This is an optimization exercise on Yosys and OpenROAD, whose aim is small area, not a production implementation.
At most, simulation tests tie the RTL to the original design; equivalence was not proved.
For run 2, only the layout was checked, not whether the RTL still works.
Power figures rest on the tool's default switching activity, not on a simulated workload. The clock port is modelled as an ideal driver; clocking choices that lean on that would not hold on a real chip.

<file path="config.mk">
export PLATFORM = sky130hd
export DESIGN_NAME = msi_ordering_bridge
export DESIGN_NICKNAME = msi_ordering_bridge
export VERILOG_FILES = /design/flow/design.v
export SDC_FILE = /design/flow/constraint.sdc
export NUM_CORES = 4
export LEC_CHECK = 0
export CAP_MARGIN = 10
export CORE_MARGIN = 2
export CORE_UTILIZATION = 75
export SLEW_MARGIN = 10
</file>
<file path="constraint.sdc">
create_clock -name core_clock -period 7.0 [get_ports {clk}]
set_input_delay 1.4000 -clock core_clock [delete_from_list [all_inputs] [get_ports {clk}]]
set_output_delay 1.4000 -clock core_clock [all_outputs]
set_load 0.01 [all_outputs]
</file>
<file path="design.v">
package msi_ordering_pkg;
  localparam int NUM_VECTORS = 32;
  localparam int VEC_W       = 5;
  localparam int DATA_W      = 32;
  localparam int AXI_ADDR_W  = 36;
  localparam int AXI_ID_W    = 4;
  typedef logic [VEC_W-1:0]      vec_t;
  typedef logic [DATA_W-1:0]     msi_data_t;
  typedef logic [DATA_W/8-1:0]   byte_en_t;
  typedef logic [AXI_ADDR_W-1:0] axi_addr_t;
  typedef logic [7:0]            pend_cnt_t;
  typedef struct packed {
    vec_t      vec;
    msi_data_t data;
    byte_en_t  byte_en;
  } msi_req_t;
  typedef struct packed {
    vec_t      vec;
    msi_data_t data;
  } gic_msg_t;
  typedef struct packed {
    logic [AXI_ID_W-1:0] id;
    axi_addr_t           addr;
    logic [7:0]          len;
    logic [2:0]          prot;
  } aw_beat_t;
  typedef struct packed {
    logic [AXI_ID_W-1:0] id;
    logic [1:0]          resp;
  } b_beat_t;
endpackage
`timescale 1ns/1ps
module msi_ordering_bridge (
  input  logic        clk
 ,input  logic        rst
 ,input  logic        msi_valid
 ,input  logic [4:0]  msi_vec
 ,input  logic [31:0] msi_data
 ,input  logic [3:0]  msi_be
 ,output logic        msi_ready
 ,output logic        gic_valid
 ,output logic [4:0]  gic_vec
 ,output logic [31:0] gic_data
 ,input  logic        gic_ready
 ,output logic        flush_valid
 ,output logic [35:0] flush_addr
 ,input  logic        flush_ready
 ,input  logic        in_aw_valid
 ,input  logic [3:0]  in_aw_id
 ,input  logic [35:0] in_aw_addr
 ,input  logic [7:0]  in_aw_len
 ,input  logic [2:0]  in_aw_prot
 ,output logic        in_aw_ready
 ,output logic        out_aw_valid
 ,output logic [3:0]  out_aw_id
 ,output logic [35:0] out_aw_addr
 ,output logic [7:0]  out_aw_len
 ,output logic [2:0]  out_aw_prot
 ,input  logic        out_aw_ready
 ,input  logic        out_b_valid
 ,input  logic [3:0]  out_b_id
 ,input  logic [1:0]  out_b_resp
 ,output logic        out_b_ready
 ,output logic        in_b_valid
 ,output logic [3:0]  in_b_id
 ,output logic [1:0]  in_b_resp
 ,input  logic        in_b_ready
 ,input  logic [35:0] csr_flush_base
);
  logic [15:0]       wp, op, fp;
  logic              wp_w, op_w, fp_w;
  logic              boot;    
  logic [15:0][4:0]  vq;
  logic [15:0][31:0] dq;
  logic [15:0][30:0] bq;
  logic        o_same, f_same;
  logic        o_full, o_empty, f_full, f_empty;
  logic        msi_accept, head_pop, flush_pop;
  logic [31:0] masked;
  logic        head_clear;
  assign o_same  = |(wp & op);
  assign f_same  = |(wp & fp);
  assign o_empty = o_same & (wp_w == op_w);
  assign f_empty = f_same & (wp_w == fp_w);
  assign o_full  = o_same & (wp_w ^ op_w);
  assign f_full  = f_same & (wp_w ^ fp_w);
  assign msi_ready  = ~boot & ~o_full & ~f_full;
  assign msi_accept = msi_valid & msi_ready;
  always_comb begin
    for (int i = 0; i < 4; i++) begin
      masked[8*i +: 8] = msi_data[8*i +: 8] & {8{msi_be[i]}};
    end
  end
  always_comb begin
    gic_vec    = '0;
    gic_data   = '0;
    flush_addr = '0;
    for (int i = 0; i < 16; i++) begin
      gic_vec          = gic_vec          | (vq[i] & {5{op[i]}});
      gic_data         = gic_data         | (dq[i] & {32{op[i]}});
      flush_addr[35:5] = flush_addr[35:5] | (bq[i] & {31{fp[i]}});
    end
  end
  assign gic_valid   = ~o_empty & head_clear;
  assign head_pop    = gic_valid & gic_ready;
  assign flush_valid = ~f_empty;
  assign flush_pop   = flush_valid & flush_ready;
  always_ff @(posedge clk) begin
    if (rst) begin
      wp   <= 16'd1;
      op   <= 16'd1;
      fp   <= 16'd1;
      wp_w <= 1'b0;
      op_w <= 1'b0;
      fp_w <= 1'b0;
      boot <= 1'b1;
    end else begin
      boot <= 1'b0;
      if (msi_accept) begin
        wp   <= {wp[14:0], wp[15]};
        wp_w <= wp_w ^ wp[15];
      end
      if (head_pop) begin
        op   <= {op[14:0], op[15]};
        op_w <= op_w ^ op[15];
      end
      if (flush_pop) begin
        fp   <= {fp[14:0], fp[15]};
        fp_w <= fp_w ^ fp[15];
      end
    end
  end
  always_ff @(posedge clk) begin
    for (int i = 0; i < 16; i++) begin
      if (msi_accept & wp[i]) begin
        vq[i] <= msi_vec;
        bq[i] <= csr_flush_base[35:5];
      end
      if (msi_accept & (wp[i] | (vq[i] == msi_vec))) begin
        dq[i] <= masked;
      end
    end
  end
  logic             base_match;
  logic             pend_full;
  logic             aw_fire, b_fire, flush_fire;
  logic [4:0]       pw, pr, pd;    
  logic [7:0]       aw_cnt, b_cnt;
  logic [7:0]       b_cnt_inc;
  logic [15:0][7:0] tq;
  assign base_match = (in_aw_addr[35:5] == csr_flush_base[35:5]);
  assign out_aw_id   = in_aw_id;
  assign out_aw_len  = in_aw_len;
  assign out_aw_prot = in_aw_prot;
  assign out_aw_addr = {in_aw_addr[35:5], in_aw_addr[4:0] & {5{~base_match}}};
  assign pend_full    = (pw[3:0] == pr[3:0]) & (pw[4] ^ pr[4]);
  assign out_aw_valid = in_aw_valid & ~pend_full;
  assign in_aw_ready  = out_aw_ready & ~pend_full;
  assign in_b_valid  = out_b_valid;
  assign in_b_id     = out_b_id;
  assign in_b_resp   = out_b_resp;
  assign out_b_ready = in_b_ready;
  assign aw_fire    = in_aw_valid & in_aw_ready;
  assign b_fire     = out_b_valid & in_b_ready;
  assign flush_fire = aw_fire & base_match;
  assign b_cnt_inc  = b_cnt + 8'd1;
  always_ff @(posedge clk) begin
    if (rst) begin
      pw         <= '0;
      pr         <= '0;
      pd         <= '0;
      aw_cnt     <= '0;
      b_cnt      <= '0;
      head_clear <= 1'b0;
    end else begin
      if (aw_fire) aw_cnt <= aw_cnt + 8'd1;
      if (b_fire)  b_cnt  <= b_cnt_inc;
      if (flush_fire) pw <= pw + 5'd1;
      if (head_pop)   pr <= pr + 5'd1;
      if (b_fire & (pd != pw) & (tq[pd[3:0]] == b_cnt_inc)) pd <= pd + 5'd1;
      head_clear <= ~head_pop & (pd != pr);
    end
  end
  always_ff @(posedge clk) begin
    for (int i = 0; i < 16; i++) begin
      if (flush_fire & (pw[3:0] == 4'(i))) begin
        tq[i] <= aw_cnt + 8'd1;
      end
    end
  end
endmodule
</file>
<file path="flow/run.sh">
#!/bin/bash
# The standard layout (the standard.sh, ORFS on sky130hd), with three
# changes passed to its make:
#  - ports are buffered with buf_1 instead of the default buffer cell
#  - clock tree: clkbuf_16 only, sinks clustered up to 28 per buffer,
#    no dummy loads
set -uo pipefail
bash standard.sh \
  BUFFER_PORTS_ARGS="-buffer_cell sky130_fd_sc_hd__buf_1" \
  CTS_ARGS="-sink_clustering_enable -repair_clock_nets -dont_use_dummy_load -buf_list sky130_fd_sc_hd__clkbuf_16 -sink_clustering_size 28 -sink_clustering_max_diameter 100" \
  finish > standard.log 2>&1
st=$?
cp -r orfs/logs/sky130hd/msi_ordering_bridge/base ./orfs_logs 2>/dev/null || true
exit $st
</file>
<file path="standard.sh">
#!/bin/bash
# synth_recipe.tcl (not shown) runs the flow's synth.tcl, then flattens the netlist and writes it again
# the make line also repeats each setting of config.mk as NAME=value (left out here)
make -C /OpenROAD-flow-scripts/flow DESIGN_CONFIG=/design/flow/config.mk WORK_HOME=/design/flow/orfs CLKGATE_MAP_FILE= SYNTH_SCRIPT=/design/flow/synth_recipe.tcl "${@:-finish}"
</file>
==> results of run 1 <==
==> through the flow <==
step / power, mW / hold slack [ns] / cell area, um^2 / instances
floorplan: 8.949 / 0.4623 / 49270 / 2760
global placement: 9.116 / 0.4753 / 50790 / 3686
detailed placement: 9.136 / 0.4910 / 50800 / 3686
CTS: 12.42 / 0.5061 / 52100 / 3738
global route: 12.70 / 0.5568 / 52110 / 3741
finish: 12.43 / 0.5105 / 52110 / 3741
==> cells in the final DEF (no fill, tap or decap), types with 2 or more instances in the layout <==
cell type  instances
and2_1            40
nor2_1            83
buf_4             77
xnor2_1           75
and2_2            13
nand3_1           12
o21ai_0            7
nor4_1             4
nand4_1           78
a22o_1           280
dfxtp_1           51
or3_1              6
and3_1             7
edfxtp_1        1216
o221ai_1           3
clkbuf_16         52
a31oi_1           17
mux4_1             7
and4_1             3
xor2_1            97
ha_1               8
buf_1            226
nor2_4            16
a221oi_1         280
diode_2            3
mux2i_1           44
conb_1             5
nor3_1            23
nand2_1           30
inv_1              9
dfxtp_2           33
mux4_2            27
nor2b_1            2
nand2b_1           5
or2_2              2
a21oi_1           30
inv_2              3
==> metal layers <==
metal	wire [um]	global-route usage (%)	up-vias
li1	-	-	11430
met5	42	0	-
met1	43410	52.64	14080
met4	4431	12.51	6
met3	16560	7.226	293
met2	60720	59.43	2201
==> logic make-up (layout without fill, tap and decap cells) <==
group,count (synthesis),after routing,synth area share (%)
adders and majority gates,8,8,0.2032
AOI/OAI and AO/OA,622,622,10.69
xor gates and xnor gates,172,172,3.058
buffers and inverters,245,368,2.449
and+or+nand+nor,329,329,3.521
DFF,1300,1300,77.55
other,1,8,0.007613
muxes,79,79,2.525
==> cell usage after synthesis (2+ instances only) <==
cell / instances
nand2_1: 31
o221ai_1: 3
buf_6: 5
xor2_1: 97
or3_1: 6
and3_1: 7
a221oi_1: 280
nor2b_1: 2
ha_1: 8
xnor2_1: 75
nor2_1: 99
a22o_1: 280
nand4_1: 78
and4_1: 3
a31oi_1: 17
nor3_1: 23
or2_2: 2
mux4_1: 7
nand3_1: 12
a21oi_1: 30
nand2b_1: 5
inv_1: 12
mux2i_1: 44
o21ai_0: 7
buf_4: 61
buf_2: 3
and2_1: 53
nor4_1: 4
edfxtp_1: 1216
buf_1: 21
dfxtp_1: 84
mux4_2: 27
clkbuf_1: 142
==> final cells by class <==
| cell class | instances | area share, % |
|---|---|---|
| multi-input combinational | 1215 | 19.22 |
| inverter | 12 | 0.08644 |
| tap | 855 | 2.053 |
| clock buffer | 52 | 2.497 |
| sequential | 1300 | 73.38 |
| antenna | 3 | 0.01441 |
| timing repair buffer | 304 | 2.747 |
==> how the worst max path moves through the flow <==
| stage | from | end | slack [ns] | depth (start not counted) |
|---|---|---|---|---|
| 2_1_floorplan | msi_vec[2] | dq[0] | 2.66 | 6 |
| 5_1_grt | csr_flush_base[24] | out_aw_addr[0] | 1.01 | 6 |
| 3_5_place_dp | csr_flush_base[24] | tq[92] | 1.22 | 7 |
| 3_3_place_gp | csr_flush_base[15] | tq[97] | 1.40 | 8 |
| 4_1_cts | csr_flush_base[24] | out_aw_addr[2] | 1.43 | 6 |
| 6_report | csr_flush_base[24] | out_aw_addr[3] | 1.18 | 6 |
==> report_power, final <==
part	internal [mW]	switching, mW
clock network	1.33	2.13
logic	0.122	0.303
registers	8.52	0.0250
total	9.98	2.45
==> worst max-delay path, stage by stage <==
cell     delay, ns
buf_1         0.55
xor2_1        0.28
nor4_1        0.96
nand4_1       0.71
and2_1        0.40
buf_1         0.12
==> state kept, by name, indices dropped and copies added, names as in the netlist <==
register	count
op	16
pr	5
pd	5
boot	1
fp	16
tq	128
b_cnt	8
head_clear	1
bq	496
fp_w	1
wp	16
aw_cnt	8
vq	80
dq	512
wp_w	1
pw	5
op_w	1
==> key figures, run 1 <==
Timing
  – Slew @ Worst Pin: 1.219 ns
  – Fin worst setup slack: 1.175 ns
  – Slew HR: 18.43%
  – Final Setup Violations: 0
  – RSZ-0062 raised after global routing: false
  – Fin crit share: 83.21%
  – Final Hold Vio Count: 0
  – Max Freq: 171.7 MHz
  – Clock Skew: 0.04727 ns
  – Min cycle time layout: 5.825 ns
  – Total negative slack: 0 ns
  – Max-slew violation count: 0

Flow run
  – Max-cap check violation count: 0

Drt
  – DR vias: 28.01k
  – Initial DRT Pass Iterations: 6
  – Detailed-route DRC error count: 0
  – Detailed Route WL: 125.2 mm
  – Routed WL per cell: 33.46 um
  – Iter 0 DRT Violations: 4052
  – Vias per cell: 7.487
  – Final ANT Viol Nets: 0

Global routing
  – Initial antenna violation count: 8
  – GRT Residual Overflow: 0
  – Largest net degree at the start of global routing: 85
  – First-pass GRT wire length: 179.4 mm
  – Vias in the first global route: 27.41k
  – GRT Util Overall: 37.12%

Clocking
  – Clock sink total: 1300
  – CTS tree: yes
  – Reg clk slew, reported paths: 0.11 ns
  – Maximum root-to-sink buffer count: 3
  – H-tree Lvls: 2
  – Post-CTS Resized: 0
  – Worst-Skew Late Latency: 0.66 ns
  – Post-CTS Setup Inserts: 0
  – Hold_buf cts: 0
  – Clock root cell: clkbuf_16
  – Total CTS buffers: 52

Synthesis
  – Synth Area per Inst: 17.87 um^2
  – Top post-synthesis cells by area: edfxtp_1, a221oi_1, a22o_1
  – Top_reg_cell synth: edfxtp_1
  – Unique masters post-synth: 45
  – Dominant cell type by area after synthesis: edfxtp_1
  – Synth Register Bits: 1300
  – Synth warnings: 1
  – Ys async rst share: 0%
  – Synth top area share: 74.13%
  – Seq/Total Area, Yosys: 77.55%
  – Synth Instances: 2756
  – Synth Cell Area: 0.04926 mm^2
  – Post-synth EDFFs: 1216

Outcome
  – Outcome: no timing/DRC/antenna violations

Final layout
  – Share of cells above drive strength 1: 8.012%
  – Nets: 3036
  – Final Util: 80.54%
  – Reg area: 0.03824 mm^2
  – Area Growth Syn to Fin: 5.784%
  – Fill cell count: 3253
  – Multi-input logic area: 0.01001 mm^2

Critical path
  – FF-to-FF setup slack: 2.47 ns
  – Worst reg2reg path depth: 9
  – CP max FO: 17
  – Worst r2r src: fp[14]
  – Nature of the critical path endpoint: output port
  – Crit start category: input port
  – Critical Path AT: 4.42 ns
  – Reg2reg end: dq[190]
  – Setup CP Type: in2out
  – Endpoint required time on the critical path: 5.60 ns

Worst hold path
  – Hold-critical path endpoint: b_cnt[1]
  – Worst min-delay path class: reg2reg
  – WHS Path Cells: 2
  – Min-delay src: b_cnt[1]

Placed design
  – Port bufs: 227
  – DP HPWL: 66.50 mm
  – Global placement routability congestion: 0.8568
  – Place WS: 1.219 ns

Power
  – Pwr dens: 238.5 mW/mm^2
  – Worst VDD drop: 0.3158 mV
  – Pleak: 16.41 nW

Floorplan
  – Number of core rows: 93
  – Starting density of the core: 76.14%
  – Core Box Area: 0.06470 mm^2
  – I/O pins: 280
  – Die Ht: 260.3 um
  – Die footprint: 0.06774 mm^2
  – Chip Width: 260.3 um
==> inputs of run 2 (changes only) <==
--- a/design.v
+++ b/design.v
@@ -68,5 +68,6 @@
  ,input  logic [35:0] csr_flush_base
 );
-  logic [15:0]       wp, op, fp;
+  logic [3:0]        wp;
+  logic [15:0]       wp_sel, op, fp;
   logic              wp_w, op_w, fp_w;
   logic              boot;    
@@ -79,6 +80,7 @@
   logic [31:0] masked;
   logic        head_clear;
-  assign o_same  = |(wp & op);
-  assign f_same  = |(wp & fp);
+  assign wp_sel  = 16'd1 << wp;
+  assign o_same  = |(wp_sel & op);
+  assign f_same  = |(wp_sel & fp);
   assign o_empty = o_same & (wp_w == op_w);
   assign f_empty = f_same & (wp_w == fp_w);
@@ -108,5 +110,5 @@
   always_ff @(posedge clk) begin
     if (rst) begin
-      wp   <= 16'd1;
+      wp   <= '0;
       op   <= 16'd1;
       fp   <= 16'd1;
@@ -118,6 +120,6 @@
       boot <= 1'b0;
       if (msi_accept) begin
-        wp   <= {wp[14:0], wp[15]};
-        wp_w <= wp_w ^ wp[15];
+        wp   <= wp + 4'd1;
+        wp_w <= wp_w ^ (&wp);
       end
       if (head_pop) begin
@@ -133,9 +135,9 @@
   always_ff @(posedge clk) begin
     for (int i = 0; i < 16; i++) begin
-      if (msi_accept & wp[i]) begin
+      if (msi_accept & wp_sel[i]) begin
         vq[i] <= msi_vec;
         bq[i] <= csr_flush_base[35:5];
       end
-      if (msi_accept & (wp[i] | (vq[i] == msi_vec))) begin
+      if (msi_accept & (wp_sel[i] | (vq[i] == msi_vec))) begin
         dq[i] <= masked;
       end
--- a/config.mk
+++ b/config.mk
@@ -8,4 +8,4 @@
 export CAP_MARGIN = 10
 export CORE_MARGIN = 2
-export CORE_UTILIZATION = 75
+export CORE_UTILIZATION = 82
 export SLEW_MARGIN = 10
==> key figures, run 2 <==
Outcome
  – Outcome: no timing/DRC/antenna violations

Clocking
  – Post-CTS Resized: 0
  – Clock root cell: clkbuf_16
  – H-tree Lvls: 2
  – Clock sink total: 1288
  – Maximum root-to-sink buffer count: 3
  – Worst-Skew Late Latency: 0.66 ns
  – Reg clk slew, reported paths: 0.10 ns
  – Post-CTS Setup Inserts: 0
  – CTS tree: yes
  – Hold_buf cts: 0
  – Total CTS buffers: 51

Critical path
  – CP max FO: 17
  – Worst reg2reg path depth: 10
  – Reg2reg end: bq[260]
  – Crit start category: input port
  – Critical Path AT: 4.48 ns
  – Nature of the critical path endpoint: output port
  – Endpoint required time on the critical path: 5.60 ns
  – FF-to-FF setup slack: 1.83 ns
  – Worst r2r src: wp[2]
  – Setup CP Type: in2out
  – Worst Setup SP: csr_flush_base[29]

Floorplan
  – Core Box Area: 0.05913 mm^2
  – Starting density of the core: 83.25%
  – Die Ht: 249.0 um
  – Die footprint: 0.06200 mm^2
  – Number of core rows: 89
  – Chip Width: 249.0 um
  – I/O pins: 280

Global routing
  – Largest net degree at the start of global routing: 74
  – First-pass GRT wire length: 184.3 mm
  – GRT Residual Overflow: 0
  – Vias in the first global route: 29.14k
  – GRT Util Overall: 40.98%
  – Initial antenna violation count: 6

Placed design
  – DP HPWL: 68.83 mm
  – Global placement routability congestion: 0.8551
  – Cells after DPL: 3641
  – Port bufs: 227

Synthesis
  – Synth Cell Area: 0.04922 mm^2
  – Synth top area share: 74.18%
  – Top post-synthesis cells by area: edfxtp_1, a221oi_1, a22o_1
  – Dominant cell type by area after synthesis: edfxtp_1
  – Synth warnings: 1
  – Unique masters post-synth: 54
  – Cell with the most instances after synthesis: edfxtp_1
  – Synth Register Bits: 1288
  – Post-synth EDFFs: 1216
  – Synth Area per Inst: 17.54 um^2
  – Post-synth top cells: edfxtp_1, a221oi_1, a22o_1
  – Seq/Total Area, Yosys: 77.11%
  – Ys async rst share: 0%
  – Synth Instances: 2806
  – Top_reg_cell synth: edfxtp_1

Timing
  – Slew HR: 15.59%
  – RSZ-0062 raised after global routing: false
  – Max Freq: 170.2 MHz
  – Final Hold Vio Count: 0
  – Total negative slack: 0 ns
  – Final Setup Violations: 0
  – Max-slew violation count: 0
  – Slew @ Worst Pin: 1.263 ns
  – Min cycle time layout: 5.876 ns
  – Fin crit share: 83.94%
  – Clock Skew: 0.05008 ns

Final layout
  – Max reg flops: 512
  – Non-Filler Instances: 3697
  – Top reg by flops: dq
  – Commonest non-fill, non-tap cells in the layout: edfxtp_1, a221oi_1, a22o_1
  – Nets: 3078
  – Most common cell after layout, fill and taps aside: edfxtp_1
  – Area Growth Syn to Fin: 5.760%
  – Share of cells above drive strength 1: 7.982%
  – Biggest regs: dq: 512 flops, bq: 496 flops, tq: 128 flops

Power
  – Switching power: 2.496 mW
  – Worst VDD drop: 0.2721 mV
  – Pwr dens: 238.3 mW/mm^2
  – Seq pwr share: 68.5%
  – Pleak: 16.22 nW
  – Pint: 9.912 mW
  – Sw frac: 20.12%
  – Combinational share of power: 4.0%
  – Clock share of power: 27.5%

Drt
  – Detailed-route DRC error count: 0
  – DR vias: 29.00k
  – Routed WL per cell: 34.24 um
  – Vias per cell: 7.844
  – Final ANT Viol Nets: 0
  – Initial DRT Pass Iterations: 8
  – Detailed Route WL: 126.6 mm
  – Iter 0 DRT Violations: 4731

Flow run
  – Max-cap check violation count: 0

Worst hold path
  – WHS Path Cells: 2
  – Min-delay src: b_cnt[1]
  – Hold-critical path endpoint: b_cnt[1]
  – Worst min-delay path class: reg2reg
[run 2: layout make-up]
class                           instances  area (um^2)
Timing Repair Buffer                  299         1394
Antenna cell                            5        12.51
Clock buffer                           51         1276
Tap cell                              773        967.2
Fill cell                            2240         7072
Inverter                               13        48.80
Sequential cell                      1288        38000
Multi-Input combinational cell       1268        10360
[run 2: routing by layer]
metal	share of wire (%)	up-vias	global-route usage [%]
li1	-	11610	-
met1	32	14270	55.68
met2	49	2691	65.94
met3	15	434	9.916
met4	4.2	2	15.98
met5	0.010	-	0
[run 2: how the worst max path moves through the flow]
stage	to	slack (ns)	cells past startpoint
after global routing	out_aw_addr[3]	1.11	7
after floorplan	bq[0]	1.85	10
after detailed placement	out_aw_addr[3]	1.33	7
final	out_aw_addr[3]	1.12	7
after CTS	out_aw_addr[3]	1.31	7
after global placement	out_aw_addr[0]	1.47	7
[run 2: kinds of logic after synthesis]
group           synth area share (%)
compound gates                 10.86
xor+xnor                       2.883
fa+ha+maj                     0.3559
buf+inv                        2.438
flops                          77.11
mux                            2.333
other cells                 0.007618
simple gates                   4.011
[run 2: stage by stage]
step / power (mW) / hold slack, ns / utilization, % / setup slack [ns] / area, um^2
floorplan: 8.929 / 0.4536 / - / 1.854 / 49240
global placement: 9.113 / 0.4621 / 85.82 / 1.467 / 50750
detailed placement: 9.145 / 0.4816 / 85.82 / 1.331 / 50750
CTS: 12.36 / 0.4959 / 87.98 / 1.310 / 52020
global route: 12.64 / 0.5166 / 88.03 / 1.112 / 52050
finish: 12.41 / 0.4958 / 88.04 / 1.124 / 52060
[run 2: critical path, cell delays in order]
cell and delay, ns:
buf_1 0.59, xor2_1 0.20, nor4_1 0.99, nand4_1 0.48, or2_2 0.49, and2_1 0.19
buf_1 0.12
[run 2: power by group through the flow]
stage | combinational (mW) | clock, mW | sequential, mW
2_1_floorplan | 0.280 | 0 | 8.65
3_3_place_gp | 0.452 | 0 | 8.66
3_5_place_dp | 0.478 | 0 | 8.67
4_1_cts | 0.483 | 3.38 | 8.49
5_1_grt | 0.523 | 3.62 | 8.50
6_report | 0.498 | 3.42 | 8.49
==> inputs of run 3 (changes only) <==
--- a/design.v
+++ b/design.v
@@ -68,6 +68,5 @@
  ,input  logic [35:0] csr_flush_base
 );
-  logic [3:0]        wp;
-  logic [15:0]       wp_sel, op, fp;
+  logic [15:0]       wp, op, fp;
   logic              wp_w, op_w, fp_w;
   logic              boot;    
@@ -80,7 +79,6 @@
   logic [31:0] masked;
   logic        head_clear;
-  assign wp_sel  = 16'd1 << wp;
-  assign o_same  = |(wp_sel & op);
-  assign f_same  = |(wp_sel & fp);
+  assign o_same  = |(wp & op);
+  assign f_same  = |(wp & fp);
   assign o_empty = o_same & (wp_w == op_w);
   assign f_empty = f_same & (wp_w == fp_w);
@@ -110,5 +108,5 @@
   always_ff @(posedge clk) begin
     if (rst) begin
-      wp   <= '0;
+      wp   <= 16'd1;
       op   <= 16'd1;
       fp   <= 16'd1;
@@ -120,6 +118,6 @@
       boot <= 1'b0;
       if (msi_accept) begin
-        wp   <= wp + 4'd1;
-        wp_w <= wp_w ^ (&wp);
+        wp   <= {wp[14:0], wp[15]};
+        wp_w <= wp_w ^ wp[15];
       end
       if (head_pop) begin
@@ -135,9 +133,9 @@
   always_ff @(posedge clk) begin
     for (int i = 0; i < 16; i++) begin
-      if (msi_accept & wp_sel[i]) begin
+      if (msi_accept & wp[i]) begin
         vq[i] <= msi_vec;
         bq[i] <= csr_flush_base[35:5];
       end
-      if (msi_accept & (wp_sel[i] | (vq[i] == msi_vec))) begin
+      if (msi_accept & (wp[i] | (vq[i] == msi_vec))) begin
         dq[i] <= masked;
       end
==> flow/run.sh (replaced) <==
#!/bin/bash
# The standard layout (the standard.sh, ORFS on sky130hd), with three
# changes passed to its make:
#  - ports are buffered with buf_1 instead of the default buffer cell
#  - clock tree: clkbuf_16 only, sinks clustered up to 24 per buffer,
#    no dummy loads
set -uo pipefail
bash standard.sh \
  BUFFER_PORTS_ARGS="-buffer_cell sky130_fd_sc_hd__buf_1" \
  CTS_ARGS="-sink_clustering_enable -repair_clock_nets -dont_use_dummy_load -buf_list sky130_fd_sc_hd__clkbuf_16 -sink_clustering_size 24 -sink_clustering_max_diameter 100" \
  finish > standard.log 2>&1
st=$?
cp -r orfs/logs/sky130hd/msi_ordering_bridge/base ./orfs_logs 2>/dev/null || true
exit $st
--- a/config.mk
+++ b/config.mk
@@ -6,6 +6,6 @@
 export NUM_CORES = 4
 export LEC_CHECK = 0
-export CAP_MARGIN = 10
+export CAP_MARGIN = 20
 export CORE_MARGIN = 2
-export CORE_UTILIZATION = 82
-export SLEW_MARGIN = 10
+export CORE_UTILIZATION = 65
+export SLEW_MARGIN = 20
==> key figures, run 3 <==
Outcome
  – Outcome: no timing/DRC/antenna violations

Critical path
  – Critical Path, Cell by Cell: buf_1 > xnor2_1 > nand4_1 > nor4_1 > nand4_1 > and2_1 > buf_1
  – Crit start category: input port
  – Nature of the critical path endpoint: output port
  – Worst Setup SP: csr_flush_base[9]
  – Endpoint required time on the critical path: 5.60 ns
  – Worst r2r src: op[15]
  – Crit-path slowest cell: nor4_1
  – Buf/Inv on CP: 2
  – CP max FO: 17
  – Setup CP Type: in2out
  – Crit-path max cell delay: 0.75 ns
  – Cell family with most CP delay: simple AND/OR/NAND/NOR gates
  – Critical Path AT: 4.31 ns

Timing
  – Max-slew violation count: 0
  – Hold_ws: 0.5158 ns
  – Final Hold Vio Count: 0
  – Fin crit share: 81.59%
  – Final Setup Violations: 0
  – Min cycle time layout: 5.712 ns
  – Slew @ Worst Pin: 1.150 ns
  – Max Freq: 175.1 MHz
  – RSZ-0062 raised after global routing: false
  – Clock Skew: 0.06494 ns
  – Slew HR: 23.31%
  – Total negative slack: 0 ns

Synthesis
  – Cell with the most instances after synthesis: edfxtp_1
  – Top_reg_cell synth: edfxtp_1
  – Dominant cell type by area after synthesis: edfxtp_1
  – Synth Cell Area: 0.04926 mm^2
  – Top post-synthesis cells by area: edfxtp_1, a221oi_1, a22o_1
  – Post-synth top cells: edfxtp_1, a221oi_1, a22o_1
  – Synth Area per Inst: 17.87 um^2
  – Synth Register Bits: 1300
  – Unique masters post-synth: 45
  – Synth top area share: 74.13%
  – Seq/Total Area, Yosys: 77.55%
  – Synth warnings: 1
  – Ys async rst share: 0%
  – Synth Instances: 2756
  – Post-synth EDFFs: 1216

Clocking
  – H-tree Lvls: 2
  – Worst-Skew Late Latency: 0.69 ns
  – Total CTS buffers: 60
  – Hold_buf cts: 0
  – CTS tree: yes
  – Post-CTS Resized: 0
  – Maximum root-to-sink buffer count: 3
  – Clock sink total: 1300
  – Clock root cell: clkbuf_16
  – Reg clk slew, reported paths: 0.09 ns
  – Post-CTS Setup Inserts: 0

Global routing
  – GRT Util Overall: 32.13%
  – First-pass GRT wire length: 179.2 mm
  – Largest net degree at the start of global routing: 85
  – Vias in the first global route: 26.59k
  – Initial antenna violation count: 4
  – GRT Residual Overflow: 0

Floorplan
  – Core Box Area: 0.07470 mm^2
  – Number of core rows: 100
  – Die Ht: 279.3 um
  – I/O pins: 280
  – Die footprint: 0.07800 mm^2
  – Starting density of the core: 65.94%
  – Chip Width: 279.3 um

Worst hold path
  – Min-delay src: b_cnt[1]
  – Worst min-delay path class: reg2reg

Drt
  – Final ANT Viol Nets: 0
  – Detailed Route WL: 125.9 mm
  – Routed WL per cell: 32.54 um
  – Vias per cell: 7.091
  – DR vias: 27.43k
  – Initial DRT Pass Iterations: 6
  – Iter 0 DRT Violations: 3243
  – Detailed-route DRC error count: 0

Final layout
  – Nets: 3053
  – Max reg flops: 512
  – Biggest regs: dq: 512 flops, bq: 496 flops, tq: 128 flops
  – Multi-input logic area: 0.01002 mm^2
  – Top reg by flops: dq
  – Reg area: 0.03824 mm^2
  – Fill cell count: 4750
  – Commonest non-fill, non-tap cells in the layout: edfxtp_1, a22o_1, a221oi_1
  – Share of cells above drive strength 1: 8.621%
  – Antenna diode count: 0
  – Most common cell after layout, fill and taps aside: edfxtp_1
  – Area Growth Syn to Fin: 6.625%

Placed design
  – DP HPWL: 66.56 mm
  – Global placement routability congestion: 0.8343
  – Port bufs: 227

Power
  – Pwr dens: 241.2 mW/mm^2
  – Worst VDD drop: 0.2550 mV
  – Pleak: 16.55 nW

Flow run
  – Max-cap check violation count: 0
==> run 3: power breakdown <==
group	leakage (nW)	switching [mW]	internal, mW	total (mW)
combinational	3.94	0.303	0.123	0.427
sequential	11.9	0.0235	8.52	8.54
clock	0.739	2.18	1.52	3.70
total	16.6	2.50	10.2	12.7
==> run 3: cell type report <==
cell class | instances | share of cell area (%)
flip-flops and latches | 1300 | 72.81
repair buffers | 313 | 2.856
inverters | 12 | 0.08576
multi-input cells | 1215 | 19.08
well taps | 969 | 2.308
clock buffers | 60 | 2.859
==> run 3: metrics by stage <==
| step | instance area [um^2] | utilization, % | total power, mW | instances | setup slack, ns |
|---|---|---|---|---|---|
| 5_1_grt | 52520 | 70.31 | 12.99 | 3869 | 1.176 |
| 2_1_floorplan | 49270 | - | 8.949 | 2760 | 2.661 |
| 6_report | 52520 | 70.31 | 12.67 | 3869 | 1.288 |
| 4_1_cts | 52500 | 70.29 | 12.70 | 3869 | 1.367 |
| 3_3_place_gp | 51000 | 68.28 | 9.124 | 3809 | 1.306 |
| 3_5_place_dp | 51000 | 68.28 | 9.140 | 3809 | 1.146 |
==> run 3: tightest hold or removal path, stage by stage, from the launching register on <==
cell and delay [ns]:
dfxtp_1 0.35, nand2_1 0.07, a21oi_1 0.06
==> run 3: cells by family after synthesis <==
logic type / Yosys count / synth area share (%)
buffers and inverters: 245 / 2.449
adder cells (fa/ha/maj): 8 / 0.2032
AO/OA/AOI/OAI: 622 / 10.69
multiplexers: 79 / 2.525
other: 1 / 0.007613
XOR/XNOR: 172 / 3.058
AND/OR/NAND/NOR: 329 / 3.521
flip-flops: 1300 / 77.55
==> run 3: final timing paths <==
| path | slack [ns] | endpoint | cells past startpoint |
|---|---|---|---|
| worst min-delay path | 0.52 | b_cnt[1] | 2 |
| worst max-delay path | 1.29 | out_aw_addr[1] | 7 |
| worst min register to register | 0.52 | b_cnt[1] | 2 |
| worst max register to register | 2.93 | dq[348] | 10 |
==> run 3: routing by layer <==
| layer | share of wire [%] | wire length, um | global-route usage [%] |
|---|---|---|---|
| met3 | 10 | 13140 | 5.581 |
| met1 | 39 | 48690 | 46.36 |
| met5 | 0.010 | 13 | 0 |
| met2 | 48 | 60500 | 51.61 |
| met4 | 2.8 | 3544 | 8.630 |
==> inputs of run 4 (changes only) <==
==> flow/run.sh (replaced) <==
#!/bin/bash
# The standard layout (the standard.sh, ORFS on sky130hd), with three
# changes passed to its make:
#  - ports are buffered with buf_1 instead of the default buffer cell
#  - clock tree: clkbuf_16 only, sinks clustered up to 31 per buffer,
#    no dummy loads
set -uo pipefail
bash standard.sh \
  BUFFER_PORTS_ARGS="-buffer_cell sky130_fd_sc_hd__buf_1" \
  CTS_ARGS="-sink_clustering_enable -repair_clock_nets -dont_use_dummy_load -buf_list sky130_fd_sc_hd__clkbuf_16 -sink_clustering_size 31 -sink_clustering_max_diameter 100" \
  finish > standard.log 2>&1
st=$?
cp -r orfs/logs/sky130hd/msi_ordering_bridge/base ./orfs_logs 2>/dev/null || true
exit $st
--- a/config.mk
+++ b/config.mk
@@ -6,6 +6,7 @@
 export NUM_CORES = 4
 export LEC_CHECK = 0
-export CAP_MARGIN = 20
+export CAP_MARGIN = 0
 export CORE_MARGIN = 2
-export CORE_UTILIZATION = 65
-export SLEW_MARGIN = 20
+export CORE_UTILIZATION = 75
+export PLACE_DENSITY = 0.88
+export SLEW_MARGIN = 0
==> key figures, run 4 <==
Power
  – Sw frac: 19.86%
  – Combinational share of power: 3.6%
  – Worst VDD drop: 0.2816 mV
  – Switching power: 2.444 mW
  – Pleak: 16.35 nW
  – Pwr dens: 236.7 mW/mm^2
  – Pint: 9.858 mW
  – Seq pwr share: 69.5%
  – Clock share of power: 27.0%

Critical path
  – Cell family with most CP delay: simple AND/OR/NAND/NOR gates
  – Crit-path slowest cell: xnor2_1
  – FF-to-FF setup slack: 2.63 ns
  – Endpoint required time on the critical path: 5.60 ns
  – Critical Path, Cell by Cell: buf_1 > xnor2_1 > nand4_1 > nor4_1 > nand4_1 > and2_1 > buf_1
  – Crit start category: input port
  – Worst r2r src: fp[15]
  – Crit-path max cell delay: 0.70 ns
  – Setup CP Type: in2out
  – CP max FO: 17
  – Buf/Inv on CP: 2
  – Reg2reg end: dq[481]
  – Critical Path AT: 4.54 ns
  – Nature of the critical path endpoint: output port
  – Worst reg2reg path depth: 9

Synthesis
  – Dominant cell type by area after synthesis: edfxtp_1
  – Ys async rst share: 0%
  – Top post-synthesis cells by area: edfxtp_1, a221oi_1, a22o_1
  – Synth Register Bits: 1300
  – Synth Cell Area: 0.04926 mm^2
  – Synth Area per Inst: 17.87 um^2
  – Post-synth EDFFs: 1216
  – Synth top area share: 74.13%
  – Post-synth top cells: edfxtp_1, a221oi_1, a22o_1
  – Top_reg_cell synth: edfxtp_1
  – Synth Instances: 2756
  – Unique masters post-synth: 45
  – Seq/Total Area, Yosys: 77.55%
  – Cell with the most instances after synthesis: edfxtp_1
  – Synth warnings: 1

Drt
  – DR vias: 28.88k
  – Routed WL per cell: 34.20 um
  – Detailed-route DRC error count: 0
  – Iter 0 DRT Violations: 5321
  – Initial DRT Pass Iterations: 9
  – Final ANT Viol Nets: 0
  – Vias per cell: 7.727
  – Detailed Route WL: 127.8 mm

Timing
  – Max Freq: 168.4 MHz
  – Fin worst setup slack: 1.061 ns
  – Total negative slack: 0 ns
  – Final Setup Violations: 0
  – Final Hold Vio Count: 0
  – Max-slew violation count: 0
  – Min cycle time layout: 5.939 ns
  – Slew @ Worst Pin: 1.174 ns
  – RSZ-0062 raised after global routing: false
  – Slew HR: 21.63%
  – Clock Skew: 0.05802 ns
  – Fin crit share: 84.84%

Floorplan
  – Chip Width: 260.3 um
  – Die Ht: 260.3 um
  – Starting density of the core: 76.14%
  – Die footprint: 0.06774 mm^2
  – Number of core rows: 93
  – I/O pins: 280
  – Core Box Area: 0.06470 mm^2

Placed design
  – Cells after DPL: 3688
  – DP Area: 0.05080 mm^2
  – Place WS: 1.238 ns
  – DP HPWL: 67.65 mm
  – Port bufs: 227
  – Global placement routability congestion: 0.9016

Worst hold path
  – Worst min-delay path class: reg2reg
  – Min-delay src: b_cnt[1]
  – Hold-critical path endpoint: b_cnt[1]
  – WHS Path Cells: 2

Final layout
  – Fill cell count: 3009
  – Top reg by flops: dq
  – Biggest regs: dq: 512 flops, bq: 496 flops, tq: 128 flops
  – Non-Filler Instances: 3738
  – Most common cell after layout, fill and taps aside: edfxtp_1
  – Multi-input logic area: 0.01001 mm^2
  – Reg area: 0.03823 mm^2
  – Commonest non-fill, non-tap cells in the layout: edfxtp_1, a22o_1, a221oi_1
  – Max reg flops: 512
  – Share of cells above drive strength 1: 7.535%
  – Final instance area: 0.05198 mm^2
  – Area Growth Syn to Fin: 5.525%
  – Nets: 3033

Clocking
  – Post-CTS Resized: 0
  – Maximum root-to-sink buffer count: 3
  – Hold_buf cts: 0
  – Clock root cell: clkbuf_16
  – Worst-Skew Late Latency: 0.66 ns
  – Reg clk slew, reported paths: 0.11 ns
  – CTS tree: yes
  – Clock sink total: 1300
  – H-tree Lvls: 2
  – Post-CTS Setup Inserts: 0
  – Total CTS buffers: 47

Flow run
  – Max-cap check violation count: 0

Global routing
  – GRT Residual Overflow: 0
  – GRT Util Overall: 37.63%
  – Initial antenna violation count: 3
  – Largest net degree at the start of global routing: 85
  – Vias in the first global route: 28.78k
  – First-pass GRT wire length: 183.5 mm

Outcome
  – Outcome: no timing/DRC/antenna violations
[run 4: power by group through the flow]
stage	logic (mW)	clock network (mW)	registers [mW]
4_1_cts	0.426	3.30	8.54
3_3_place_gp	0.398	0	8.72
3_5_place_dp	0.422	0	8.72
5_1_grt	0.462	3.52	8.55
2_1_floorplan	0.243	0	8.71
6_report	0.438	3.32	8.55
[run 4: cell type report]
cell class	instances	share of cell area, %
diodes	3	0.01444
clock buffers	47	2.263
inverters	12	0.08666
multi-input cells	1215	19.25
flip-flops and latches	1300	73.54
well taps	855	2.058
repair buffers	306	2.783
[run 4: logic make-up (layout without fill, tap and decap cells)]
| family | after synthesis | after routing | share of synthesized area, % |
|---|---|---|---|
| multiplexers | 79 | 79 | 2.525 |
| other | 1 | 8 | 0.007613 |
| AND/OR/NAND/NOR | 329 | 329 | 3.521 |
| flip-flops | 1300 | 1300 | 77.55 |
| XOR/XNOR | 172 | 172 | 3.058 |
| buffers and inverters | 245 | 365 | 2.449 |
| adder cells (fa/ha/maj) | 8 | 8 | 0.2032 |
| AO/OA/AOI/OAI | 622 | 622 | 10.69 |
[run 4: worst reg2reg max path, cell delays in order, from the launching register on]
cell and delay, ns:
dfxtp_2 0.68, a22o_1 0.39, a221oi_1 0.25, and4_1 0.30, o221ai_1 0.17, a21oi_1 0.26, nand2_2 0.39, buf_4 0.44
nor2_4 0.72, buf_4 0.44
[run 4: worst max path at each step]
stage	start	to	slack, ns	depth (start not counted)
2_1_floorplan	msi_vec[2]	dq[0]	2.66	6
3_3_place_gp	csr_flush_base[33]	tq[116]	1.49	8
3_5_place_dp	csr_flush_base[33]	tq[69]	1.24	8
4_1_cts	csr_flush_base[33]	out_aw_addr[1]	1.38	7
5_1_grt	csr_flush_base[33]	out_aw_addr[1]	1.17	7
6_report	csr_flush_base[33]	out_aw_addr[1]	1.06	7
[run 4: metal layers]
layer / track usage [%] / routed length, um / up-vias
met5: 0 / 34 / -
met1: 50.08 / 40160 / 14100
met4: 17.00 / 6685 / 6
met2: 59.56 / 60550 / 2804
li1: - / - / 11420
met3: 9.955 / 20400 / 549
[run 4: stage by stage]
stage | hold WS, ns | power (mW) | util [%]
finish | 0.5046 | 12.30 | 80.34
global route | 0.5335 | 12.53 | 80.33
CTS | 0.4985 | 12.27 | 80.33
detailed placement | 0.4821 | 9.142 | 78.51
global placement | 0.4805 | 9.115 | 78.51
floorplan | 0.4623 | 8.949 | -
==> inputs of run 5 (changes only) <==
--- a/config.mk
+++ b/config.mk
@@ -9,4 +9,3 @@
 export CORE_MARGIN = 2
 export CORE_UTILIZATION = 75
-export PLACE_DENSITY = 0.88
 export SLEW_MARGIN = 0
==> key figures, run 5 <==
Synthesis
  – Synth Cell Area: 0.04926 mm^2
  – Top_reg_cell synth: edfxtp_1
  – Cell with the most instances after synthesis: edfxtp_1
  – Post-synth EDFFs: 1216
  – Unique masters post-synth: 45
  – Synth Area per Inst: 17.87 um^2
  – Synth Instances: 2756
  – Synth top area share: 74.13%
  – Seq/Total Area, Yosys: 77.55%
  – Top post-synthesis cells by area: edfxtp_1, a221oi_1, a22o_1
  – Synth Register Bits: 1300
  – Synth warnings: 1
  – Dominant cell type by area after synthesis: edfxtp_1
  – Ys async rst share: 0%
  – Post-synth top cells: edfxtp_1, a221oi_1, a22o_1

Clocking
  – Maximum root-to-sink buffer count: 3
  – CTS tree: yes
  – Clock sink total: 1300
  – Post-CTS Resized: 0
  – H-tree Lvls: 2
  – Clock root cell: clkbuf_16
  – Worst-Skew Late Latency: 0.65 ns
  – Reg clk slew, reported paths: 0.11 ns
  – Total CTS buffers: 47
  – Hold_buf cts: 0
  – Post-CTS Setup Inserts: 0

Drt
  – Routed WL per cell: 33.55 um
  – Detailed-route DRC error count: 0
  – Iter 0 DRT Violations: 4139
  – Vias per cell: 7.508
  – Final ANT Viol Nets: 0
  – Initial DRT Pass Iterations: 5
  – Detailed Route WL: 125.4 mm
  – DR vias: 28.06k

Critical path
  – Critical Path AT: 4.45 ns
  – Worst Setup SP: csr_flush_base[24]
  – Setup CP Type: in2out
  – Endpoint required time on the critical path: 5.60 ns
  – Nature of the critical path endpoint: output port
  – Crit start category: input port
  – CP max FO: 17
  – Worst r2r src: fp[14]

Timing
  – Clock Skew: 0.03085 ns
  – Final Setup Violations: 0
  – Max Freq: 171.0 MHz
  – Min cycle time layout: 5.847 ns
  – RSZ-0062 raised after global routing: false
  – Final Hold Vio Count: 0
  – Total negative slack: 0 ns
  – Max-slew violation count: 0
  – Slew @ Worst Pin: 1.210 ns
  – Slew HR: 19.16%
  – Fin crit share: 83.53%

Final layout
  – Nets: 3031
  – Final instance area: 0.05199 mm^2
  – Most common cell after layout, fill and taps aside: edfxtp_1
  – Reg area: 0.03824 mm^2
  – Top reg by flops: dq
  – Max reg flops: 512
  – Biggest regs: dq: 512 flops, bq: 496 flops, tq: 128 flops
  – Commonest non-fill, non-tap cells in the layout: edfxtp_1, a22o_1, a221oi_1
  – Fill cell count: 3287
  – Share of cells above drive strength 1: 7.853%
  – Non-Filler Instances: 3738
  – Area Growth Syn to Fin: 5.540%
  – Multi-input logic area: 0.01001 mm^2

Power
  – Worst VDD drop: 0.2763 mV
  – Pwr dens: 236.3 mW/mm^2
  – Pleak: 16.34 nW

Placed design
  – DP HPWL: 66.44 mm
  – Port bufs: 227
  – Global placement routability congestion: 0.8568
  – DP Area: 0.05079 mm^2
  – Cells after DPL: 3686

Worst hold path
  – Min-delay src: b_cnt[1]
  – Worst min-delay path class: reg2reg

Flow run
  – Max-cap check violation count: 0

Floorplan
  – Number of core rows: 93
  – Die Ht: 260.3 um
  – Core Box Area: 0.06470 mm^2
  – I/O pins: 280
  – Starting density of the core: 76.14%
  – Die footprint: 0.06774 mm^2
  – Chip Width: 260.3 um

Global routing
  – Vias in the first global route: 27.40k
  – GRT Util Overall: 37.31%
  – Largest net degree at the start of global routing: 85
  – GRT Residual Overflow: 0
  – Initial antenna violation count: 7
  – First-pass GRT wire length: 180.3 mm

Outcome
  – Outcome: no timing/DRC/antenna violations
run 5: logic make-up (layout without fill, tap and decap cells):
group                    after synthesis  in the layout  synth area share [%]
multiplexers                          79             79                 2.525
buffers and inverters                245            363                 2.449
other                                  1             10              0.007613
XOR/XNOR                             172            172                 3.058
AO/OA/AOI/OAI                        622            622                 10.69
flip-flops                          1300           1300                 77.55
AND/OR/NAND/NOR                      329            329                 3.521
adder cells (fa/ha/maj)                8              8                0.2032
run 5: layer usage:
layer	GRT usage (%)	vias up	part of all wire (%)
met1	53.88	14220	36
li1	-	11420	-
met3	6.206	298	13
met4	12.37	4	3.4
met2	59.66	2120	48
met5	0	-	0.021
run 5: worst max-delay path, cell delays in order:
cell and delay, ns:
buf_1 0.56, xor2_1 0.28, nor4_1 0.98, nand4_1 0.70
and2_1 0.40, buf_1 0.12
run 5: final timing paths:
path,depth (start not counted),to,slack (ns)
worst min-delay path,2,b_cnt[1],0.52
worst max register to register,9,dq[169],2.54
worst max-delay path,6,out_aw_addr[2],1.15
worst min register to register,2,b_cnt[1],0.52
run 5: area by class of cell:
type                       instances  area share (%)
sequential                      1300           73.55
inverter                          12         0.08664
tap                              855           2.058
timing repair buffer             304           2.753
antenna                            5         0.02407
multi-input combinational       1215           19.26
clock buffer                      47           2.262
run 5: power by group:
group | leakage, nW | switching, mW | internal (mW) | total [mW]
clock | 0.579 | 2.10 | 1.22 | 3.31
sequential | 11.9 | 0.0253 | 8.52 | 8.54
combinational | 3.89 | 0.304 | 0.122 | 0.426
total | 16.3 | 2.43 | 9.86 | 12.3
run 5: per-stage QoR:
stage	util (%)	power, mW	setup WS, ns	hold WS (ns)
2_1_floorplan	-	8.949	2.661	0.4623
4_1_cts	80.33	12.27	1.443	0.5070
3_5_place_dp	78.51	9.135	1.244	0.4910
6_report	80.35	12.28	1.153	0.5157
3_3_place_gp	78.51	9.116	1.398	0.4753
5_1_grt	80.35	12.55	1.090	0.5575
==> inputs of run 6 (changes only) <==
--- a/design.v
+++ b/design.v
@@ -68,21 +68,19 @@
  ,input  logic [35:0] csr_flush_base
 );
-  logic [15:0]       wp, op, fp;
-  logic              wp_w, op_w, fp_w;
+  logic [4:0]        wp;      
+  logic [4:0]        op;      
+  logic [4:0]        fp;      
   logic              boot;    
   logic [15:0][4:0]  vq;
   logic [15:0][31:0] dq;
   logic [15:0][30:0] bq;
-  logic        o_same, f_same;
   logic        o_full, o_empty, f_full, f_empty;
   logic        msi_accept, head_pop, flush_pop;
   logic [31:0] masked;
   logic        head_clear;
-  assign o_same  = |(wp & op);
-  assign f_same  = |(wp & fp);
-  assign o_empty = o_same & (wp_w == op_w);
-  assign f_empty = f_same & (wp_w == fp_w);
-  assign o_full  = o_same & (wp_w ^ op_w);
-  assign f_full  = f_same & (wp_w ^ fp_w);
+  assign o_empty = (wp == op);
+  assign f_empty = (wp == fp);
+  assign o_full  = (wp[3:0] == op[3:0]) & (wp[4] ^ op[4]);
+  assign f_full  = (wp[3:0] == fp[3:0]) & (wp[4] ^ fp[4]);
   assign msi_ready  = ~boot & ~o_full & ~f_full;
   assign msi_accept = msi_valid & msi_ready;
@@ -92,50 +90,41 @@
     end
   end
+  assign gic_valid = ~o_empty & head_clear;
+  logic [15:0] op_sel, fp_sel;
+  assign op_sel = 16'd1 << op[3:0];
+  assign fp_sel = 16'd1 << fp[3:0];
   always_comb begin
-    gic_vec    = '0;
-    gic_data   = '0;
+    gic_vec  = '0;
+    gic_data = '0;
     flush_addr = '0;
     for (int i = 0; i < 16; i++) begin
-      gic_vec          = gic_vec          | (vq[i] & {5{op[i]}});
-      gic_data         = gic_data         | (dq[i] & {32{op[i]}});
-      flush_addr[35:5] = flush_addr[35:5] | (bq[i] & {31{fp[i]}});
+      gic_vec  = gic_vec  | (vq[i] & {5{op_sel[i]}});
+      gic_data = gic_data | (dq[i] & {32{op_sel[i]}});
+      flush_addr[35:5] = flush_addr[35:5] | (bq[i] & {31{fp_sel[i]}});
     end
   end
-  assign gic_valid   = ~o_empty & head_clear;
-  assign head_pop    = gic_valid & gic_ready;
+  assign head_pop  = gic_valid & gic_ready;
   assign flush_valid = ~f_empty;
   assign flush_pop   = flush_valid & flush_ready;
   always_ff @(posedge clk) begin
     if (rst) begin
-      wp   <= 16'd1;
-      op   <= 16'd1;
-      fp   <= 16'd1;
-      wp_w <= 1'b0;
-      op_w <= 1'b0;
-      fp_w <= 1'b0;
+      wp   <= '0;
+      op   <= '0;
+      fp   <= '0;
       boot <= 1'b1;
     end else begin
       boot <= 1'b0;
-      if (msi_accept) begin
-        wp   <= {wp[14:0], wp[15]};
-        wp_w <= wp_w ^ wp[15];
-      end
-      if (head_pop) begin
-        op   <= {op[14:0], op[15]};
-        op_w <= op_w ^ op[15];
-      end
-      if (flush_pop) begin
-        fp   <= {fp[14:0], fp[15]};
-        fp_w <= fp_w ^ fp[15];
-      end
+      if (msi_accept) wp <= wp + 5'd1;
+      if (head_pop)   op <= op + 5'd1;
+      if (flush_pop)  fp <= fp + 5'd1;
     end
   end
   always_ff @(posedge clk) begin
     for (int i = 0; i < 16; i++) begin
-      if (msi_accept & wp[i]) begin
+      if (msi_accept & (wp[3:0] == 4'(i))) begin
         vq[i] <= msi_vec;
         bq[i] <= csr_flush_base[35:5];
       end
-      if (msi_accept & (wp[i] | (vq[i] == msi_vec))) begin
+      if (msi_accept & ((wp[3:0] == 4'(i)) | (vq[i] == msi_vec))) begin
         dq[i] <= masked;
       end
@@ -165,4 +154,13 @@
   assign flush_fire = aw_fire & base_match;
   assign b_cnt_inc  = b_cnt + 8'd1;
+  logic [15:0] pd_sel;
+  logic [7:0]  pd_t;
+  assign pd_sel = 16'd1 << pd[3:0];
+  always_comb begin
+    pd_t = '0;
+    for (int i = 0; i < 16; i++) begin
+      pd_t = pd_t | (tq[i] & {8{pd_sel[i]}});
+    end
+  end
   always_ff @(posedge clk) begin
     if (rst) begin
@@ -178,5 +176,5 @@
       if (flush_fire) pw <= pw + 5'd1;
       if (head_pop)   pr <= pr + 5'd1;
-      if (b_fire & (pd != pw) & (tq[pd[3:0]] == b_cnt_inc)) pd <= pd + 5'd1;
+      if (b_fire & (pd != pw) & (pd_t == b_cnt_inc)) pd <= pd + 5'd1;
       head_clear <= ~head_pop & (pd != pr);
     end
==> flow/run.sh (replaced) <==
#!/bin/bash
# The standard layout (the standard.sh, ORFS on sky130hd), with these
# changes passed to its make:
#  - synthesis: synth_recipe.tcl run through flow/synth_area.tcl, which only
#    swaps ABC's mapping script for flow/nf_area.script (area-oriented)
#  - ports are buffered with buf_1 instead of the default buffer cell
#  - clock tree: clkbuf_16 only, sinks clustered up to 31 per buffer,
#    no dummy loads
# make's output goes to standard.log; ORFS's per-step logs are copied to
# orfs_logs/.
set -uo pipefail
export FLOW_WORK="$PWD"
bash standard.sh \
  SYNTH_SCRIPT="$PWD/flow/synth_area.tcl" \
  BUFFER_PORTS_ARGS="-buffer_cell sky130_fd_sc_hd__buf_1" \
  CTS_ARGS="-sink_clustering_enable -repair_clock_nets -dont_use_dummy_load -buf_list sky130_fd_sc_hd__clkbuf_16 -sink_clustering_size 31 -sink_clustering_max_diameter 100" \
  finish > standard.log 2>&1
st=$?
cp -r orfs/logs/sky130hd/msi_ordering_bridge/base ./orfs_logs 2>/dev/null || true
exit $st
==> flow/nf_area.script (new file) <==
&get -n
&st
&dch
&nf -R 100
&put
topo
==> flow/synth_area.tcl (new file) <==
# The standard flow's synthesis (synth_recipe.tcl in the work folder, which runs ORFS's
# synth.tcl), with one change: ABC maps the logic with nf_area.script, an
# area-oriented mapping (delay relaxed, no buffering or upsizing in ABC),
# in place of ORFS's speed script. Flip-flops are mapped as before.
set nf_area_script [file normalize [file join [file dirname [info script]] nf_area.script]]
proc abc {args} {
  global nf_area_script
  set i [lsearch -exact $args -script]
  if {$i >= 0} { lset args [expr {$i + 1}] $nf_area_script }
  yosys abc {*}$args
}
source $::env(FLOW_WORK)/synth_recipe.tcl
==> key figures, run 6 <==
Timing
  – Clock Skew: 0.03359 ns
  – RSZ-0062 raised after global routing: false
  – Final Setup Violations: 0
  – Fin worst setup slack: 1.414 ns
  – Final Hold Vio Count: 0
  – Slew @ Worst Pin: 1.410 ns
  – Max Freq: 179.0 MHz
  – Slew HR: 5.580%
  – Min cycle time layout: 5.586 ns
  – Fin crit share: 79.79%
  – Max-slew violation count: 0
  – Total negative slack: 0 ns

Drt
  – Detailed Route WL: 116.2 mm
  – Vias per cell: 7.206
  – Final ANT Viol Nets: 0
  – Routed WL per cell: 30.36 um
  – DR vias: 27.58k
  – Iter 0 DRT Violations: 4271
  – Detailed-route DRC error count: 0
  – Initial DRT Pass Iterations: 9

Final layout
  – Max reg flops: 512
  – Biggest regs: dq: 512 flops, bq: 496 flops, tq: 128 flops
  – Area Growth Syn to Fin: 7.191%
  – Nets: 3154
  – Most common cell after layout, fill and taps aside: edfxtp_1
  – Share of cells above drive strength 1: 5.805%
  – Final Util: 80.89%
  – Commonest non-fill, non-tap cells in the layout: edfxtp_1, nand2_1, buf_1
  – Top reg by flops: dq

Clocking
  – H-tree Lvls: 2
  – Total CTS buffers: 46
  – CTS tree: yes
  – Maximum root-to-sink buffer count: 3
  – Post-CTS Setup Inserts: 0
  – Worst-Skew Late Latency: 0.65 ns
  – Reg clk slew, reported paths: 0.11 ns
  – Hold_buf cts: 0
  – Post-CTS Resized: 0
  – Clock sink total: 1264
  – Clock root cell: clkbuf_16

Synthesis
  – Unique masters post-synth: 36
  – Synth Instances: 2692
  – Synth Area per Inst: 17.59 um^2
  – Synth top area share: 77.13%
  – Post-synth EDFFs: 1216
  – Post-synth top cells: edfxtp_1, nand2_1, a222oi_1
  – Synth Cell Area: 0.04734 mm^2
  – Dominant cell type by area after synthesis: edfxtp_1
  – Top post-synthesis cells by area: edfxtp_1, a222oi_1, a22oi_1
  – Synth Register Bits: 1264
  – Synth warnings: 1
  – Seq/Total Area, Yosys: 79.16%
  – Top_reg_cell synth: edfxtp_1
  – Ys async rst share: 0%
  – Cell with the most instances after synthesis: edfxtp_1

Global routing
  – Largest net degree at the start of global routing: 49
  – First-pass GRT wire length: 166.7 mm
  – Vias in the first global route: 26.96k
  – GRT Residual Overflow: 0
  – GRT Util Overall: 35.75%
  – Initial antenna violation count: 2

Power
  – Combinational share of power: 7.7%
  – Pwr dens: 246.9 mW/mm^2
  – Worst VDD drop: 0.2771 mV
  – Switching power: 2.716 mW
  – Pint: 9.813 mW
  – Pleak: 15.98 nW
  – Sw frac: 21.68%
  – Seq pwr share: 66.8%
  – Clock share of power: 25.6%

Worst hold path
  – Worst min-delay path class: reg2reg
  – WHS Path Cells: 2

Floorplan
  – Die Ht: 255.2 um
  – Die footprint: 0.06515 mm^2
  – Number of core rows: 92
  – Chip Width: 255.2 um
  – Core Box Area: 0.06274 mm^2
  – Starting density of the core: 75.46%
  – I/O pins: 280

Critical path
  – WP depth: 6
  – Setup CP Type: in2out
  – CP max FO: 17
  – Endpoint required time on the critical path: 5.60 ns
  – Cell repeated most along the worst path: buf_1
  – Cell family with most CP delay: simple AND/OR/NAND/NOR gates
  – Crit-path max cell delay: 0.86 ns
  – Critical Path, Cell by Cell: buf_1 > xor2_1 > nor4_1 > nand4_1 > and2_0 > buf_1
  – Worst reg2reg path depth: 15
  – Nature of the critical path endpoint: output port
  – Crit start category: input port
  – Critical Path AT: 4.19 ns
  – Crit-path slowest cell: nor4_1
  – Buf/Inv on CP: 2

Placed design
  – DP HPWL: 64.03 mm
  – Global placement routability congestion: 0.8967
  – Place WS: 1.239 ns
  – Port bufs: 227

Flow run
  – Max-cap check violation count: 0

Outcome
  – Outcome: no timing/DRC/antenna violations
==> run 6: per-stage QoR <==
stage | instance area [um^2] | hold WS [ns] | instances | power [mW]
global route | 50740 | 0.5732 | 3827 | 12.84
floorplan | 47360 | 0.4850 | 2696 | 9.040
finish | 50750 | 0.5240 | 3828 | 12.53
CTS | 50740 | 0.5269 | 3826 | 12.53
global placement | 49590 | 0.4991 | 3780 | 9.450
detailed placement | 49590 | 0.5118 | 3780 | 9.490
==> run 6: cell families after synthesis <==
group           share of synthesized area (%)
compound gates                          8.201
simple gates                            7.503
mux                                    0.1903
xor+xnor                                3.108
other cells                          0.007921
buf+inv                                 1.062
fa+ha+maj                              0.7664
flops                                   79.16
==> run 6: area by class of cell <==
cell class	count	area, um^2
flip-flops and latches	1264	37480
fillers	3184	11990
multi-input cells	1357	9617
repair buffers	297	1379
clock buffers	46	1151
well taps	846	1059
inverters	16	60.06
diodes	2	5.005
==> run 6: power groups by stage <==
stage	Clock (mW)	Combinational [mW]	Sequential, mW
4_1_cts	3.21	0.956	8.36
6_report	3.20	0.963	8.37
3_5_place_dp	0	0.953	8.54
2_1_floorplan	0	0.512	8.53
5_1_grt	3.43	1.04	8.37
3_3_place_gp	0	0.917	8.53
==> run 6: tightest hold or removal path: cells and delay by family, from the launching register on <==
family	cells	cell delay (ns)
DFF	1	0.34
AOI/OAI and AO/OA	1	0.05
and+or+nand+nor	1	0.10
==> run 6: final timing paths <==
| path | startpoint | end | slack, ns |
|---|---|---|---|
| worst max-delay path | csr_flush_base[34] | out_aw_addr[4] | 1.41 |
| worst min-delay path | b_cnt[7] | b_cnt[7] | 0.52 |
| worst max register to register | pd[0] | pd[2] | 2.42 |
| worst min register to register | b_cnt[7] | b_cnt[7] | 0.52 |
==> run 6: routing by layer <==
layer / GRT usage, % / vias to the layer above / wire length, um
met4: 16.47 / 0 / 5137
met2: 58.45 / 2048 / 56750
met3: 6.092 / 335 / 14180
met1: 48.10 / 13580 / 40130
met5: 0 / - / 0
li1: - / 11620 / -
==> inputs of run 7 (changes only) <==
--- a/design.v
+++ b/design.v
@@ -134,5 +134,6 @@
   logic             pend_full;
   logic             aw_fire, b_fire, flush_fire;
-  logic [4:0]       pw, pr, pd;    
+  logic [4:0]       pw, pd;        
+  logic [4:0]       pr;            
   logic [7:0]       aw_cnt, b_cnt;
   logic [7:0]       b_cnt_inc;
@@ -143,4 +144,5 @@
   assign out_aw_prot = in_aw_prot;
   assign out_aw_addr = {in_aw_addr[35:5], in_aw_addr[4:0] & {5{~base_match}}};
+  assign pr           = op;
   assign pend_full    = (pw[3:0] == pr[3:0]) & (pw[4] ^ pr[4]);
   assign out_aw_valid = in_aw_valid & ~pend_full;
@@ -166,5 +168,4 @@
     if (rst) begin
       pw         <= '0;
-      pr         <= '0;
       pd         <= '0;
       aw_cnt     <= '0;
@@ -175,5 +176,4 @@
       if (b_fire)  b_cnt  <= b_cnt_inc;
       if (flush_fire) pw <= pw + 5'd1;
-      if (head_pop)   pr <= pr + 5'd1;
       if (b_fire & (pd != pw) & (pd_t == b_cnt_inc)) pd <= pd + 5'd1;
       head_clear <= ~head_pop & (pd != pr);
==> key figures, run 7 <==
Clocking
  – H-tree Lvls: 2
  – Post-CTS Setup Inserts: 0
  – Post-CTS Resized: 0
  – Clock root cell: clkbuf_16
  – Reg clk slew, reported paths: 0.12 ns
  – CTS tree: yes
  – Total CTS buffers: 46
  – Clock sink total: 1259
  – Hold_buf cts: 0
  – Maximum root-to-sink buffer count: 3
  – Worst-Skew Late Latency: 0.66 ns

Floorplan
  – Number of core rows: 91
  – I/O pins: 280
  – Die Ht: 254.7 um
  – Chip Width: 254.7 um
  – Starting density of the core: 76.12%
  – Die footprint: 0.06489 mm^2
  – Core Box Area: 0.06194 mm^2

Critical path
  – Nature of the critical path endpoint: output port
  – Worst Setup SP: op[2]
  – CP max FO: 37
  – Setup CP Type: reg2out
  – Crit start category: flip-flop
  – Endpoint required time on the critical path: 5.60 ns
  – Critical Path AT: 4.03 ns
  – Worst r2r src: pd[0]

Global routing
  – First-pass GRT wire length: 167.6 mm
  – Initial antenna violation count: 1
  – Largest net degree at the start of global routing: 44
  – GRT Util Overall: 36.00%
  – Vias in the first global route: 26.84k
  – GRT Residual Overflow: 0

Timing
  – Final Setup Violations: 0
  – Final Hold Vio Count: 0
  – Slew @ Worst Pin: 1.371 ns
  – Max Freq: 184.1 MHz
  – Fin crit share: 77.62%
  – Fin worst setup slack: 1.567 ns
  – Clock Skew: 0.05710 ns
  – Slew HR: 8.581%
  – Min cycle time layout: 5.433 ns
  – Max-slew violation count: 0
  – Total negative slack: 0 ns
  – RSZ-0062 raised after global routing: false

Synthesis
  – Synth Area per Inst: 17.66 um^2
  – Seq/Total Area, Yosys: 79.27%
  – Cell with the most instances after synthesis: edfxtp_1
  – Post-synth EDFFs: 1216
  – Synth warnings: 1
  – Synth Instances: 2670
  – Dominant cell type by area after synthesis: edfxtp_1
  – Unique masters post-synth: 35
  – Post-synth top cells: edfxtp_1, nand2_1, a222oi_1
  – Synth Register Bits: 1259
  – Top post-synthesis cells by area: edfxtp_1, a222oi_1, a22oi_1
  – Top_reg_cell synth: edfxtp_1
  – Ys async rst share: 0%
  – Synth Cell Area: 0.04715 mm^2
  – Synth top area share: 77.44%

Drt
  – Routed length on met1: 40.36 mm
  – Detailed-route DRC error count: 0
  – Iter 0 DRT Violations: 4703
  – Wire length on met3: 16.98 mm
  – Initial DRT Pass Iterations: 11
  – Detailed Route WL: 116.2 mm
  – WL met2: 54.98 mm
  – Vias per cell: 7.251
  – Routed WL per cell: 30.52 um
  – Highest layer used for signal routing: met5
  – Final ANT Viol Nets: 0
  – DR vias: 27.60k

Final layout
  – Area Growth Syn to Fin: 7.332%
  – Share of cells above drive strength 1: 6.202%
  – Commonest non-fill, non-tap cells in the layout: edfxtp_1, nand2_1, buf_1
  – Most common cell after layout, fill and taps aside: edfxtp_1
  – Fill cell count: 3178
  – Non-Filler Instances: 3806
  – Top reg by flops: dq
  – Nets: 3140
  – Max reg flops: 512
  – Final Util: 81.70%
  – Biggest regs: dq: 512 flops, bq: 496 flops, tq: 128 flops

Power
  – Pwr dens: 246.6 mW/mm^2
  – Worst VDD drop: 0.3060 mV
  – Pleak: 16.01 nW
  – Design Power: 12.48 mW

Flow run
  – Max-cap check violation count: 0

Worst hold path
  – Min-delay src: b_cnt[7]
  – Worst min-delay path class: reg2reg

Outcome
  – Outcome: no timing/DRC/antenna violations

Placed design
  – DP HPWL: 63.24 mm
  – Global placement routability congestion: 0.8402
  – Cells after DPL: 3758
  – Place WS: 2.089 ns
  – Port bufs: 227
run 7: cell types whose count changed in the layout (fill, tap and decap cells not counted), moves of 4 or more:
| cell | delta |
|---|---|
| dfxtp_1 | -5 |
| xnor2_1 | -8 |
| and3_1 | -4 |
| a221o_1 | +4 |
| buf_4 | +9 |
run 7: where the power goes:
part	switching [mW]	total [mW]	leakage [nW]	internal, mW
Sequential	0.0328	8.34	11.7	8.30
Combinational	0.653	0.938	3.79	0.285
Clock	2.02	3.21	0.567	1.19
Total	2.70	12.5	16.0	9.78
run 7: layout make-up:
cell class	instances	area, um^2	area share (%)
Multi-Input combinational cell	1341	9525	18.82
Timing Repair Buffer	306	1446	2.858
Sequential cell	1259	37380	73.85
Antenna cell	2	5.005	0.009889
Clock buffer	46	1151	2.275
Inverter	15	56.30	0.1113
Tap cell	837	1047	2.069
run 7: critical path: stages, from the launching register on:
cell and delay, ns:
dfxtp_1 0.77, clkinv_1 0.29, ha_1 0.28, and2_2 0.57
a222oi_1 0.47, nand2_1 0.10, a21oi_1 0.29, nand3_1 0.12
or2_0 0.35, buf_1 0.17
run 7: kinds of logic (layout without fill, tap and decap cells):
family | Yosys count | in the layout | synth area share (%)
AOI/OAI and AO/OA | 445 | 445 | 8.295
xor gates and xnor gates | 165 | 165 | 3.065
adders and majority gates | 28 | 28 | 0.7430
buffers and inverters | 74 | 367 | 1.059
DFF | 1259 | 1259 | 79.27
muxes | 8 | 8 | 0.1698
other | 1 | 7 | 0.007953
and+or+nand+nor | 690 | 690 | 7.390
run 7: path summary, 6_finish.rpt:
kind	endpoint	slack, ns	depth (start not counted)
max	gic_vec[4]	1.57	9
min	b_cnt[7]	0.52	2
max reg2reg	pd[2]	2.22	17
min reg2reg	b_cnt[7]	0.52	2
run 7: metal layers:
layer	global-route usage (%)	up-vias
met5	0	-
met1	51.12	13570
met3	8.196	289
met2	56.58	2178
li1	-	11560
met4	12.23	2
run 7: stage by stage:
stage | instance area, um^2 | hold WS (ns)
3_3_place_gp | 49450 | 0.5001
6_report | 50610 | 0.5182
2_1_floorplan | 47170 | 0.4843
4_1_cts | 50600 | 0.5215
5_1_grt | 50600 | 0.5489
3_5_place_dp | 49450 | 0.5054

## port drivers added, routing unchanged
No port has a modelled driver above. Below, the same layouts with a new extraction and two added sets of constraints.
Step 1, drivers: a clkbuf_16 drives clk and a buf_2 each remaining input, both assumed.
Step 2 times the ports against the registers' clock, not the clock port: input delays grow and output delays shrink by t, the midpoint of the rising clock arrivals with the driver on.
Three values: ideal, step 1, step 2; two values: the first two.
run | t, ns | setup slack, ns
run 1 | 0.704 | 1.175 / 1.135 / 0.976
run 2 | 0.706 | 1.124 / 1.095 / 1.095
run 3 | 0.734 | 1.288 / 1.265 / 0.990
run 4 | 0.695 | 1.061 / 1.040 / 0.896
run 5 | 0.705 | 1.153 / 1.109 / 0.985
run 6 | 0.693 | 1.414 / 1.387 / 1.050
run 7 | 0.693 | 1.567 / 1.500 / 2.064
After both steps every run listed still meets setup and hold.
